Source: an optimization exercise on an open RTL-to-GDS flow (aim: small area and a short achievable clock period). Production flows keep margins and buffers that such runs may drop.
The RTL was checked by simulation tests, not by an equivalence proof against the original design.
Power and IR drop assume default switching activity.

Setup of north:
==> flow/design.v <==
package dma_pkg;
    localparam int addr_w     = 32;
    localparam int data_w     = 64;
    localparam int beat_bytes = data_w / 8;
    localparam int pixel_w = 24;
    localparam int burst_len   = 16;
    localparam int burst_bytes = burst_len * beat_bytes;
    localparam int image_w = 16;
    localparam int image_h = 4;
    localparam int frame_bytes = image_w * image_h * beat_bytes;
    localparam int buff_num = 3;
    localparam int fifo_depth = 64;
    typedef logic [data_w-1:0] beat_t;
    typedef logic [addr_w-1:0] addr_t;
    typedef logic [1:0] slot_t;
    typedef logic [$clog2(burst_len+1)-1:0] beat_cnt_t;
    typedef logic [$clog2(fifo_depth+1)-1:0] level_t;
endpackage
module dma_frame_writer #(
    parameter dma_pkg::addr_t wr_base_addr = 32'h0200_0000
) (
    input  logic                             M_AXI_ACLK,
    input  logic                             M_AXI_ARESETN,
    output dma_pkg::addr_t                   m_axi_awaddr,
    output logic [7:0]                       m_axi_awlen,
    output logic [2:0]                       m_axi_awsize,
    output logic [1:0]                       m_axi_awburst,
    output logic                             m_axi_awvalid,
    input  logic                             m_axi_awready,
    output dma_pkg::beat_t                   m_axi_wdata,
    output logic [dma_pkg::beat_bytes-1:0]   m_axi_wstrb,
    output logic                             m_axi_wlast,
    output logic                             m_axi_wvalid,
    input  logic                             m_axi_wready,
    input  logic [1:0]                       m_axi_bresp,
    input  logic                             m_axi_bvalid,
    output logic                             m_axi_bready,
    input  logic                             pre_vs,
    input  logic                             pre_de,
    input  logic [dma_pkg::pixel_w-1:0]      pre_data,
    output logic                             wr_req,
    input  logic                             wr_enable,
    output logic                             wr_burst_now,
    output logic                             wr_burst_end
);
    localparam int pw    = dma_pkg::pixel_w;
    localparam int ring  = dma_pkg::fifo_depth - 1;
    localparam int rp_w  = $clog2(ring);
    assign m_axi_awlen   = 8'(dma_pkg::burst_len - 1);
    assign m_axi_awsize  = 3'($clog2(dma_pkg::beat_bytes));
    assign m_axi_awburst = 2'b01;
    assign m_axi_wstrb   = '1;
    always_ff @(posedge M_AXI_ACLK) begin
        if (!M_AXI_ARESETN) m_axi_bready <= 1'b0;
        else                m_axi_bready <= 1'b1;
    end
    logic       vs_d;
    logic       vs_rise, vs_fall;
    logic [1:0] slot;
    logic       base_load;
    assign vs_rise = pre_vs && !vs_d;
    assign vs_fall = !pre_vs && vs_d;
    always_ff @(posedge M_AXI_ACLK) begin
        if (!M_AXI_ARESETN) begin
            vs_d      <= 1'b0;
            slot      <= 2'd0;
            base_load <= 1'b0;
        end else begin
            vs_d      <= pre_vs;
            base_load <= vs_fall;
            if (vs_fall) slot <= (slot == 2'd2) ? 2'd0 : slot + 2'd1;
        end
    end
    logic [pw-1:0]   head;
    logic [pw-1:0]   mem [ring];
    logic [ring:0]   occ;
    logic            hv;
    logic            full, empty, one;
    logic            push_ok, pop_ok, to_head;
    logic            ring_push, ring_pop;
    logic            w_hs;
    assign full      = occ[ring];
    assign empty     = !hv;
    assign one       = hv && occ[0];
    assign push_ok   = pre_de && !full && !vs_rise;
    assign pop_ok    = w_hs && !empty && !vs_rise;
    assign to_head   = pop_ok ? one : empty;
    assign ring_push = push_ok && !to_head;
    assign ring_pop  = pop_ok && !one;
    assign m_axi_wdata = {{(dma_pkg::data_w - pw){1'b0}}, head};
    logic [pw-1:0]   rdata;
    always_comb begin
        rdata = '0;
        for (int i = 0; i < ring; i++) begin
            rdata = rdata | ({pw{occ[i+1]}} & mem[i]);
        end
    end
    always_ff @(posedge M_AXI_ACLK) begin
        if (pre_de && !full) begin
            mem[0] <= pre_data;
            for (int i = 1; i < ring; i++) mem[i] <= mem[i-1];
        end
    end
    always_ff @(posedge M_AXI_ACLK) begin
        if (!M_AXI_ARESETN || vs_rise) begin
            occ    <= (ring+1)'(1);
            hv     <= 1'b0;
            wr_req <= 1'b0;
            head   <= '0;
        end else begin
            if (ring_push && !ring_pop) begin
                occ    <= {occ[ring-1:0], 1'b0};
                wr_req <= wr_req || occ[14];
            end else if (ring_pop && !ring_push) begin
                occ    <= {1'b0, occ[ring:1]};
                wr_req <= wr_req && !occ[15];
            end
            if (to_head) begin
                head <= push_ok ? pre_data : '0;
                hv   <= push_ok;
            end else if (pop_ok) begin
                head <= rdata;
            end
        end
    end
    logic        start, aw_hs;
    logic [24:0] aw_hi;
    assign start = wr_req && wr_enable && !wr_burst_now;
    assign aw_hs = m_axi_awvalid && m_axi_awready;
    assign m_axi_awaddr = {aw_hi, wr_base_addr[6:0]};
    always_ff @(posedge M_AXI_ACLK) begin
        if (!M_AXI_ARESETN) begin
            wr_burst_now  <= 1'b0;
            m_axi_awvalid <= 1'b0;
            aw_hi         <= wr_base_addr[31:7];
        end else begin
            if (wr_burst_end) wr_burst_now <= 1'b0;
            else if (start)   wr_burst_now <= 1'b1;
            if (aw_hs)        m_axi_awvalid <= 1'b0;
            else if (start)   m_axi_awvalid <= 1'b1;
            if (base_load)    aw_hi <= wr_base_addr[31:7] + {21'd0, slot, 2'b00};
            else if (aw_hs)   aw_hi <= aw_hi + 25'd1;
        end
    end
    logic [3:0] beat_cnt;
    assign w_hs         = m_axi_wvalid && m_axi_wready;
    assign wr_burst_end = m_axi_wlast && m_axi_wready;
    always_ff @(posedge M_AXI_ACLK) begin
        if (!M_AXI_ARESETN) begin
            m_axi_wvalid <= 1'b0;
            m_axi_wlast  <= 1'b0;
            beat_cnt     <= 4'd0;
        end else begin
            if (wr_burst_end) m_axi_wvalid <= 1'b0;
            else if (aw_hs)   m_axi_wvalid <= 1'b1;
            if (wr_burst_end) beat_cnt <= 4'd0;
            else if (w_hs)    beat_cnt <= beat_cnt + 4'd1;
            m_axi_wlast <= m_axi_wlast ? !m_axi_wready
                                       : (w_hs && beat_cnt == 4'd14);
        end
    end
endmodule
export LEC_CHECK = 0
export CAP_MARGIN = 20
export CORE_MARGIN = 2
export CORE_UTILIZATION = 40
export SETUP_SLACK_MARGIN = 2.95
export SLEW_MARGIN = 20
export CTS_ARGS = -sink_clustering_enable -repair_clock_nets -dont_use_dummy_load -sink_clustering_size 20 -sink_clustering_max_diameter 80
export BUFFER_PORTS_ARGS = -buffer_cell sky130_fd_sc_hd__buf_2
create_clock -name core_clock -period 5.5 [get_ports {M_AXI_ACLK}]
standard.sh (not shown) runs the stock make flow with config.mk's settings and CLKGATE_MAP_FILE= SYNTH_SCRIPT=/design/flow/synth_recipe.tcl, a recipe that flattens the netlist after the stock synthesis.
==> flow/flow/run.sh <==
#!/bin/bash
# The standard layout (standard.sh) with two layout choices changed:
# clock tree sinks clustered more coarsely without dummy loads, and
# port buffers started from buf_2 (timing repair may still resize them).
set -euo pipefail
cat >> "$FLOW_CONFIG" <<'EOT'
export CTS_ARGS = -sink_clustering_enable -repair_clock_nets -dont_use_dummy_load -sink_clustering_size 20 -sink_clustering_max_diameter 80
export BUFFER_PORTS_ARGS = -buffer_cell sky130_fd_sc_hd__buf_2
EOT
bash standard.sh > standard.log 2>&1
The inputs of south differ from those of north as listed below.
==> flow/design.v, changed modules only <==
module dma_frame_writer #(
    parameter dma_pkg::addr_t wr_base_addr = 32'h0200_0000
) (
    input  logic                             M_AXI_ACLK,
    input  logic                             M_AXI_ARESETN,
    output dma_pkg::addr_t                   m_axi_awaddr,
    output logic [7:0]                       m_axi_awlen,
    output logic [2:0]                       m_axi_awsize,
    output logic [1:0]                       m_axi_awburst,
    output logic                             m_axi_awvalid,
    input  logic                             m_axi_awready,
    output dma_pkg::beat_t                   m_axi_wdata,
    output logic [dma_pkg::beat_bytes-1:0]   m_axi_wstrb,
    output logic                             m_axi_wlast,
    output logic                             m_axi_wvalid,
    input  logic                             m_axi_wready,
    input  logic [1:0]                       m_axi_bresp,
    input  logic                             m_axi_bvalid,
    output logic                             m_axi_bready,
    input  logic                             pre_vs,
    input  logic                             pre_de,
    input  logic [dma_pkg::pixel_w-1:0]      pre_data,
    output logic                             wr_req,
    input  logic                             wr_enable,
    output logic                             wr_burst_now,
    output logic                             wr_burst_end
);
    localparam int pw    = dma_pkg::pixel_w;
    localparam int ring  = dma_pkg::fifo_depth - 1;
    localparam int rp_w  = $clog2(ring);
    assign m_axi_awlen   = 8'(dma_pkg::burst_len - 1);
    assign m_axi_awsize  = 3'($clog2(dma_pkg::beat_bytes));
    assign m_axi_awburst = 2'b01;
    assign m_axi_wstrb   = '1;
    always_ff @(posedge M_AXI_ACLK) begin
        if (!M_AXI_ARESETN) m_axi_bready <= 1'b0;
        else                m_axi_bready <= 1'b1;
    end
    logic       vs_d;
    logic       vs_rise, vs_fall;
    logic [1:0] slot;
    logic       base_load;
    assign vs_rise = pre_vs && !vs_d;
    assign vs_fall = !pre_vs && vs_d;
    always_ff @(posedge M_AXI_ACLK) begin
        if (!M_AXI_ARESETN) begin
            vs_d      <= 1'b0;
            slot      <= 2'd0;
            base_load <= 1'b0;
        end else begin
            vs_d      <= pre_vs;
            base_load <= vs_fall;
            if (vs_fall) slot <= (slot == 2'd2) ? 2'd0 : slot + 2'd1;
        end
    end
    logic [6:0]      level;
    logic [pw-1:0]   head;
    logic [pw-1:0]   mem [ring];
    logic [rp_w-1:0] wp;
    logic [ring-1:0] rsel;
    logic            full, empty, one;
    logic            push_ok, pop_ok, to_head;
    logic            w_hs;
    assign full    = level[6];
    assign empty   = (level == 7'd0);
    assign one     = (level == 7'd1);
    assign push_ok = pre_de && !full && !vs_rise;
    assign pop_ok  = w_hs && !empty && !vs_rise;
    assign to_head = pop_ok ? one : empty;
    logic [6:0] level_n;
    always_comb begin
        level_n = level;
        if (push_ok && !pop_ok) level_n = level + 7'd1;
        else if (pop_ok && !push_ok) level_n = level - 7'd1;
    end
    assign m_axi_wdata = {{(dma_pkg::data_w - pw){1'b0}}, head};
    logic [pw-1:0]   rdata;
    always_comb begin
        rdata = '0;
        for (int i = 0; i < ring; i++) begin
            rdata   = rdata | ({pw{rsel[i]}} & mem[i]);
        end
    end
    always_ff @(posedge M_AXI_ACLK) begin
        if (pre_de && !full) mem[wp] <= pre_data;
    end
    always_ff @(posedge M_AXI_ACLK) begin
        if (!M_AXI_ARESETN || vs_rise) begin
            level  <= 7'd0;
            wr_req <= 1'b0;
            wp    <= '0;
            rsel  <= ring'(1);
            head  <= '0;
        end else begin
            level  <= level_n;
            wr_req <= (level_n >= 7'd16);
            if (push_ok && !to_head)
                wp <= (wp == rp_w'(ring - 1)) ? '0 : wp + 1'b1;
            if (pop_ok && !one)
                rsel <= {rsel[ring-2:0], rsel[ring-1]};
            if (to_head)
                head <= push_ok ? pre_data : '0;
            else if (pop_ok)
                head <= rdata;
        end
    end
    logic        start, aw_hs;
    logic [24:0] aw_hi;
    assign start = wr_req && wr_enable && !wr_burst_now;
    assign aw_hs = m_axi_awvalid && m_axi_awready;
    assign m_axi_awaddr = {aw_hi, wr_base_addr[6:0]};
    always_ff @(posedge M_AXI_ACLK) begin
        if (!M_AXI_ARESETN) begin
            wr_burst_now  <= 1'b0;
            m_axi_awvalid <= 1'b0;
            aw_hi         <= wr_base_addr[31:7];
        end else begin
            if (wr_burst_end) wr_burst_now <= 1'b0;
            else if (start)   wr_burst_now <= 1'b1;
            if (aw_hs)        m_axi_awvalid <= 1'b0;
            else if (start)   m_axi_awvalid <= 1'b1;
            if (base_load)    aw_hi <= wr_base_addr[31:7] + {21'd0, slot, 2'b00};
            else if (aw_hs)   aw_hi <= aw_hi + 25'd1;
        end
    end
    logic [3:0] beat_cnt;
    assign w_hs         = m_axi_wvalid && m_axi_wready;
    assign wr_burst_end = m_axi_wlast && m_axi_wready;
    always_ff @(posedge M_AXI_ACLK) begin
        if (!M_AXI_ARESETN) begin
            m_axi_wvalid <= 1'b0;
            m_axi_wlast  <= 1'b0;
            beat_cnt     <= 4'd0;
        end else begin
            if (wr_burst_end) m_axi_wvalid <= 1'b0;
            else if (aw_hs)   m_axi_wvalid <= 1'b1;
            if (wr_burst_end) beat_cnt <= 4'd0;
            else if (w_hs)    beat_cnt <= beat_cnt + 4'd1;
            m_axi_wlast <= m_axi_wlast ? !m_axi_wready
                                       : (w_hs && beat_cnt == 4'd14);
        end
    end
endmodule
--- outcome ---
When south is measured against north, its routed wire length turns out about 27% higher. Combinational cell fraction of total power essentially unchanged between south and north. On south: number of non-clock buffers is 201 higher than what north gave. The clock skew of south is lower than that of north. Of north and south, the lower HPWL after detailed placement belongs to north. Going from north to south, final hold slack grows by 0.088 ns. As far as clock edge transition at the registers on the reported setup and hold paths is concerned, south and north perform about the same. Diff north and south: minimum clock period lower in north. On reported leakage power, north tracks south almost exactly. Share of the synthesized area in compound gates (AO/OA/AOI/OAI), north and south: smaller value in south. In the reports for north and south, the larger cell count belongs to south.

afterwards: timing with drivers on the ports:
Ports are ideal in the flow. The routed layouts listed here were re-timed in OpenROAD.
Step 1 assumes that a clkbuf_16 drives the clock port and a buf_2 every other input.
Step 2 also shifts input and output timing later by t, the mid clock arrival at the registers, as if the neighbouring blocks saw the same clock.
Slacks: ideal ports / drivers / drivers and shift; pairs: ideal ports / drivers.
run | t, ns | setup slack, ns | worst hold slack (ns) | worst register clock-pin slew, ns | worst data-port slew with drivers (ns)
north | 0.782 | 2.944 / 2.934 / 2.264 | 0.414 / 0.414 / 0.414 | 0.09 / 0.09 | 0.07
south | 0.805 | 2.907 / 2.882 / 2.166 | 0.503 / 0.503 / 0.503 | 0.09 / 0.09 | 0.16
After both steps every run listed still meets setup and hold. For south, which loses most, drivers alone change the setup slack by -0.025 ns; drivers and shift together by -0.741 ns.
